This is an optimization exercise on Yosys and OpenROAD, whose aim is small area, a short achievable clock period and few clock cycles per item, not a production implementation.
The RTL was checked by simulation tests, not by an equivalence proof against the original design.
Power and IR drop assume default switching activity.

==> sierra: inputs <==
## procedural_wipe_blend
module procedural_wipe_blend (
   input  logic        clock,
   input  logic        reset,
   input  logic        csr_valid,
   output logic        csr_ready,
   input  logic [2:0]  csr_index,
   input  logic [31:0] csr_data,
   input  logic        req_valid,
   output logic        req_ready,
   input  logic [11:0] req_pixel_x,
   input  logic [11:0] req_pixel_y,
   input  logic [7:0]  req_old_red,
   input  logic [7:0]  req_old_green,
   input  logic [7:0]  req_old_blue,
   input  logic [7:0]  req_new_red,
   input  logic [7:0]  req_new_green,
   input  logic [7:0]  req_new_blue,
   output logic        rsp_valid,
   input  logic        rsp_ready,
   output logic [7:0]  rsp_out_red,
   output logic [7:0]  rsp_out_green,
   output logic [7:0]  rsp_out_blue,
   output logic [8:0]  rsp_mix_weight
);
   assign csr_ready = 1'b1;
   logic [2:0]  cls;
   logic        use_y;
   logic [2:0]  shoh;
   logic [8:0]  r;
   logic [11:0] fw, fh;
  ...
clock: 7.0 ns
lec_check: 0
cap_margin: 20
core_margin: 2
core_utilization: 55
cts_buf_list: sky130_fd_sc_hd__clkbuf_8
cts_cluster_size: 32
setup_slack_margin: 3.3
slew_margin: 20
buffer_ports_args: -buffer_cell sky130_fd_sc_hd__buf_1
standard.sh (not shown) runs the stock make flow with config.mk's settings and CLKGATE_MAP_FILE= SYNTH_SCRIPT=/design/flow/synth_recipe.tcl, a recipe that flattens the netlist after the stock synthesis.
==> flow/flow/run.sh <==
#!/bin/bash
# Standard layout (the standard.sh), with the smallest buffer as the
# port buffer.
set -e
echo 'export BUFFER_PORTS_ARGS = -buffer_cell sky130_fd_sc_hd__buf_1' >> config.mk
bash standard.sh > standard.log 2>&1
==> tundra: changes against sierra <==
--- a/flow/design.v
+++ b/flow/design.v
@@ -41,16 +41,16 @@
          pwb_pkg::CLS_SPLIT_OPEN: use_p = !xge;
          pwb_pkg::CLS_SPLIT_CLOSE: use_p = xge;
          default:                 use_p = 1'b0;
       endcase
       t = use_p ? tp : tm;
       if (t <= 0)        w_soft = 9'd0;
-      else if (t >= 255) w_soft = 9'h1ff;
+      else if (t >= 255) w_soft = 9'd256;
       else               w_soft = 9'(t);
       if (t <= 0)        w_split = 9'd0;
-      else if (t >= 127) w_split = 9'h1ff;
+      else if (t >= 127) w_split = 9'd256;
       else               w_split = {t[7:0], 1'b0} + {8'd0, (t >= 64)};
       dhalf = shoh[0] ? 6'd32 : (shoh[1] ? 6'd16 : 6'd8);
       lmask = shoh[0] ? 5'd31 : (shoh[1] ? 5'd15 : 5'd7);
       xt    = shoh[0] ? x[5] : (shoh[1] ? x[4] : x[3]);
       yt    = shoh[0] ? y[5] : (shoh[1] ? y[4] : y[3]);
       xl    = x[4:0] & lmask;
@@ -60,20 +60,20 @@
       drhs  = $signed({3'b000, day}) + $signed({ext[7], ext});
       w_diam = ($signed({3'b000, dax}) < drhs) ? dw : 9'd0;
       case (cls)
          pwb_pkg::CLS_SOFT_LEAD, pwb_pkg::CLS_SOFT_TRAIL:   w = w_soft;
          pwb_pkg::CLS_SPLIT_OPEN, pwb_pkg::CLS_SPLIT_CLOSE: w = w_split;
          pwb_pkg::CLS_DIAMOND:                              w = w_diam;
-         default:                                           w = {r[8], r[7:0] | {8{r[8]}}};
+         default:                                           w = r;
       endcase
    end
 endmodule
 module pwb_blend_cs (
    input  logic [7:0]  old_c,
    input  logic [7:0]  new_c,
-   input  logic [8:0]  sel,     
+   input  logic [8:0]  w,
    output logic [15:0] s,
    output logic [15:0] c
 );
    logic [8:0][15:0] row;
    logic [5:0][15:0] a1;
    logic [3:0][15:0] a2;
@@ -83,15 +83,15 @@
       logic [15:0] sm, cy;
       sm = x ^ y ^ z;
       cy = ((x & y) | (x & z) | (y & z)) << 1;
       csa = {sm, cy};
    endfunction
    always_comb begin
-      row[8] = {8'd0, (sel[8] ? new_c : old_c)};
+      row[8] = {8'd0, (w[8] ? new_c : old_c)};
       for (int i = 0; i < 8; i++) begin
-         row[i] = {8'd0, (sel[i] ? new_c : old_c)} << i;
+         row[i] = {8'd0, ((w[i] | w[8]) ? new_c : old_c)} << i;
       end
       {a1[0], a1[1]} = csa(row[8], row[0], row[1]);
       {a1[2], a1[3]} = csa(row[2], row[3], row[4]);
       {a1[4], a1[5]} = csa(row[5], row[6], row[7]);
       {a2[0], a2[1]} = csa(a1[0], a1[1], a1[2]);
       {a2[2], a2[3]} = csa(a1[3], a1[4], a1[5]);
@@ -177,13 +177,13 @@
    logic [4:0]  cnt;
    logic [31:0] acc;
    logic [10:0] hw;
    logic [12:0] base;
    logic [8:0]  factor;
    logic        mbit;
-   logic [12:0] base_q;
+   logic [31:0] opnd;
    assign hw = fw[11:1];
    assign is_soft = (cls == pwb_pkg::CLS_SOFT_LEAD) || (cls == pwb_pkg::CLS_SOFT_TRAIL) ||
                     (cls == pwb_pkg::CLS_SPLIT_OPEN) || (cls == pwb_pkg::CLS_SPLIT_CLOSE);
    assign is_diss = (cls == pwb_pkg::CLS_DISSOLVE);
    assign is_diam = (cls == pwb_pkg::CLS_DIAMOND);
    assign needs_eng = is_soft || is_diss || is_diam;
@@ -201,29 +201,32 @@
       end
       start_diss = (csr_index == 3'd0) ? (dec_cls == pwb_pkg::CLS_DISSOLVE) : is_diss;
       if (cls == pwb_pkg::CLS_SPLIT_OPEN || cls == pwb_pkg::CLS_SPLIT_CLOSE) base = {2'b00, hw} + 13'd127;
       else if (use_y)                                       base = {1'b0, fh} + 13'd255;
       else                                                  base = {1'b0, fw} + 13'd255;
       factor = (cls == pwb_pkg::CLS_SOFT_TRAIL || cls == pwb_pkg::CLS_SPLIT_CLOSE) ? r : (9'd256 - r);
+      if (is_diss)      opnd = seed;
+      else if (is_diam) opnd = {23'd0, r};
+      else              opnd = {19'd0, base};
    end
    logic [4:0]  cnt_n;
-   logic        pend, ms_q, mb_q;
+   logic        pend, mbit_q;
    logic [4:0]  cnt_m;
+   logic [31:0] opnd_q;
    always_comb begin
       if (restart)            cnt_n = start_diss ? 5'd31 : 5'd8;
       else if (busy && !pend) cnt_n = cnt - 5'd1;
       else                    cnt_n = cnt;
       cnt_m = (busy && !pend) ? cnt - 5'd1 : cnt;
       if (is_diss)      mbit = pwb_pkg::HASH_MUL_A[cnt_m];
       else if (is_diam) mbit = r[cnt_m[3:0]];
       else              mbit = factor[cnt_m[3:0]];
    end
    always_ff @(posedge clock) begin
-      ms_q   <= mbit && is_diss;    
-      mb_q   <= mbit && !is_diss;   
-      base_q <= is_diam ? {4'd0, r} : base;
+      mbit_q <= mbit;
+      opnd_q <= opnd;
    end
    always_ff @(posedge clock) begin
       if (reset) begin
          busy <= 1'b0;
          pend <= 1'b0;
          cnt  <= 5'd0;
@@ -234,13 +237,13 @@
             busy <= 1'b1;
             pend <= 1'b1;
             acc  <= 32'd0;
          end else if (pend) begin
             pend <= 1'b0;
          end else if (busy) begin
-            acc <= {acc[30:0], 1'b0} + (({32{ms_q}} & seed) | {19'd0, {13{mb_q}} & base_q});
+            acc <= {acc[30:0], 1'b0} + (mbit_q ? opnd_q : 32'd0);
             if (cnt == 5'd0) busy <= 1'b0;
          end
       end
    end
    logic [12:0]        edge_v;
    logic [11:0]        hw2;
@@ -269,18 +272,16 @@
       cm  <= cm_n;
       ext <= ext_n;
       fw3 <= fw3_n;
    end
    logic        go;
    logic        rr_q;
-   logic        ov;         
-   logic [23:0] oa, ob;      
-   logic        osel;        
-   logic [8:0]  ow;
-   assign go        = !ov || rsp_ready;   
-   assign req_ready = go && rr_q;
+   logic        ov, kv;     
+   logic [32:0] od, kd;
+   assign go        = !kv;
+   assign req_ready = rr_q;
    logic        v0;
    logic [11:0] x0, y0;
    logic [47:0] p0;    
    always_ff @(posedge clock) begin
       if (reset) v0 <= 1'b0;
       else if (go) v0 <= req_valid && rr_q;
@@ -348,13 +349,13 @@
       {il2[2], il2[3]} = csa32(il1[3], il1[4], il1[5]);
       {il3[0], il3[1]} = csa32(il2[0], il2[1], il2[2]);
       il3[2] = il2[3];
       {is_n, ic_n} = csa32(il3[0], il3[1], il3[2]);
    end
    logic        v1;
-   logic [8:0]  w1;    
+   logic [8:0]  w1;
    logic [47:0] p1;
    logic [31:0] is1, ic1;
    always_ff @(posedge clock) begin
       if (reset) v1 <= 1'b0;
       else if (go) v1 <= v0;
    end
@@ -369,53 +370,40 @@
    logic [2:0][15:0] bs_n;
    logic [2:0][15:0] bc_n;
    for (genvar ch = 0; ch < 3; ch++) begin : g_blend
       pwb_blend_cs u_bl (
          .old_c (p1[47 - 8*ch -: 8]),
          .new_c (p1[23 - 8*ch -: 8]),
-         .sel   (w1),
+         .w     (w1),
          .s     (bs_n[ch]),
          .c     (bc_n[ch])
       );
    end
    logic [31:0] hv0;
    logic [22:0] h_n;
    always_comb begin
       hv0  = is1 + ic1;
       h_n  = hv0[22:0] ^ {7'd0, hv0[31:16]};
    end
    logic        v2;
    logic [8:0]  w2;
-   logic [5:0][15:0] s2, s2_n;
-   logic [71:0]      dv1, dv2;
    logic [2:0][15:0] bs2;
    logic [2:0][15:0] bc2;
    logic [22:0] h2;
    logic [47:0] p2;
-   always_comb begin
-      dv1 = {1'b0, h_n, p1};
-      for (int k = 0; k < 6; k++) begin
-         if (is_diss) s2_n[k] = {dv1[12*k +: 12], 4'd0};
-         else         s2_n[k] = (k < 3) ? bs_n[k] : bc_n[k - 3];
-      end
-      for (int k = 0; k < 6; k++) dv2[12*k +: 12] = s2[k][15:4];
-      for (int k = 0; k < 3; k++) begin
-         bs2[k] = s2[k];
-         bc2[k] = s2[k + 3];
-      end
-      p2 = dv2[47:0];
-      h2 = dv2[70:48];
-   end
    always_ff @(posedge clock) begin
       if (reset) v2 <= 1'b0;
       else if (go) v2 <= v1;
    end
    always_ff @(posedge clock) begin
       if (go) begin
-         w2  <= {w1[8], w1[7:0] & {8{!w1[8]}}};
-         s2  <= s2_n;
+         w2  <= w1;
+         bs2 <= bs_n;
+         bc2 <= bc_n;
+         h2  <= h_n;
+         p2  <= p1;
       end
    end
    logic [2:0][7:0] mix;
    logic [2:0][15:0] bsum;
    always_comb begin
       for (int ch = 0; ch < 3; ch++) begin
@@ -480,35 +468,43 @@
       hp_h0 = hs3[22:15] + hc3[22:15];
       hp_h1 = hs3[22:15] + hc3[22:15] + 8'd1;
       dsel0 = {1'b0, hp_lo ^ hp_h0} < r;
       dsel1 = {1'b0, hp_lo ^ hp_h1} < r;
       dsel  = hp_c[15] ? dsel1 : dsel0;
    end
-   logic xv;
-   assign xv = is_diss ? v3 : v2;
-   always_ff @(posedge clock) begin
-      if (reset)   ov <= 1'b0;
-      else if (go) ov <= xv;
+   logic [32:0] xd;
+   logic        xv, ofree, kv_n;
+   always_comb begin
+      xv = is_diss ? v3 : v2;
+      xd = (!is_diss || dsel) ? (is_diss ? {p3[23:0], 9'd256} : {mix[0], mix[1], mix[2], w2})
+                              : {p3[47:24], 9'd0};
+      ofree = !ov || rsp_ready;
+      kv_n  = go ? (!ofree && xv) : !ofree;
    end
    always_ff @(posedge clock) begin
-      if (go) begin
-         oa   <= is_diss ? p3[23:0] : {mix[0], mix[1], mix[2]};
-         ob   <= p3[47:24];
-         osel <= !is_diss || dsel;
-         ow   <= is_diss ? {dsel, 8'd0} : w2;
+      if (reset) begin
+         ov <= 1'b0;
+         kv <= 1'b0;
+      end else begin
+         kv <= kv_n;
+         if (ofree) ov <= go ? xv : 1'b1;
       end
    end
+   always_ff @(posedge clock) begin
+      if (ofree) od <= kv ? kd : xd;
+      if (go && !ofree) kd <= xd;
+   end
    logic busy_n, needs_n;
    always_comb begin
       busy_n  = restart || (busy && (pend || cnt != 5'd0));
       needs_n = (csr_valid && csr_index == 3'd0) ? (dec_cls != pwb_pkg::CLS_FADE) : needs_eng;
    end
    always_ff @(posedge clock) begin
       if (reset) rr_q <= 1'b0;
-      else       rr_q <= !(needs_n && busy_n);
+      else       rr_q <= !kv_n && !(needs_n && busy_n);
    end
    assign rsp_valid      = ov;
-   assign rsp_out_red    = osel ? oa[23:16] : ob[23:16];
-   assign rsp_out_green  = osel ? oa[15:8]  : ob[15:8];
-   assign rsp_out_blue   = osel ? oa[7:0]   : ob[7:0];
-   assign rsp_mix_weight = ow;
+   assign rsp_out_red    = od[32:25];
+   assign rsp_out_green  = od[24:17];
+   assign rsp_out_blue   = od[16:9];
+   assign rsp_mix_weight = od[8:0];
 endmodule
==> flow/run.sh (new file) <==
#!/bin/bash
# synth_recipe.tcl (not shown) runs the flow's synth.tcl, then flattens the netlist and writes it again
# the make line also repeats each setting of config.mk as NAME=value (left out here)
make -C /OpenROAD-flow-scripts/flow DESIGN_CONFIG=/design/flow/config.mk WORK_HOME=/design/flow/orfs CLKGATE_MAP_FILE= SYNTH_SCRIPT=/design/flow/synth_recipe.tcl finish
==> flow/config.mk (replaced) <==
export PLATFORM = sky130hd
export DESIGN_NAME = procedural_wipe_blend
export DESIGN_NICKNAME = procedural_wipe_blend
export VERILOG_FILES = /design/flow/design.v
export SDC_FILE = /design/flow/constraint.sdc
export NUM_CORES = 4
export LEC_CHECK = 0
export CAP_MARGIN = 20
export CORE_MARGIN = 2
export CORE_UTILIZATION = 55
export SETUP_SLACK_MARGIN = 3.0
export SLEW_MARGIN = 20
removed: flow/flow/run.sh
removed: flow/standard.sh
==> summary.txt <==
sierra went through all stages and came out clean. tundra produced a clean layout. In tundra the design area is higher than in sierra, by 6.8%. Against tundra, the synthesized cell count of sierra is larger by 3.0%. Between tundra and sierra, the lower combinational power is in sierra (gap 48%, measured against sierra). Between tundra and sierra, the lower register-to-register slack is in tundra (gap 0.56 ns). Worst hold slack: tundra is higher than sierra (0.0040 ns). Of tundra and sierra, tundra has the higher die area (gap 5.0%, measured against sierra). Of sierra and tundra, sierra has the higher non-clock buffer count (gap 52). Via count: tundra is larger than sierra (0.67%). Sequential cell count: tundra is higher than sierra (98).
Testbench counts of sierra, summed over its fixed seeds: cycles 17,177, items 16,384.
Testbench counts of tundra, summed over its fixed seeds: cycles 17,177, items 16,384.

==> afterwards: timing with drivers on the ports <==
Ports are ideal in the flow. The routed layouts listed here were re-timed in OpenROAD. Step 1, drivers: a clkbuf_16 drives clock and a buf_2 each remaining input, both assumed. Step 2 moves the port delays by t, midway between the first and last clock arrival at a register: inputs arrive t later, outputs are due t later. That takes back most of the time a late clock gives input paths. a / b / c = ideal / step 1 / step 2; a / b = the first two.
| run | shift t [ns] | setup slack, ns | worst setup path after step 2 | latest minus earliest clock arrival (ns) | pins driven straight from the clock port |
|---|---|---|---|---|---|
| sierra | 0.805 | 3.348 / 3.348 / 3.143 | input to register | 0.050 / 0.050 | 1 |
| tundra | 0.692 | 2.785 / 2.785 / 2.549 | input to register | 0.034 / 0.034 | 1 |
After both steps setup and hold are still met in every run listed. The setup slack of tundra, which loses most, moves by 0.000 ns with the drivers and by -0.236 ns with both steps.
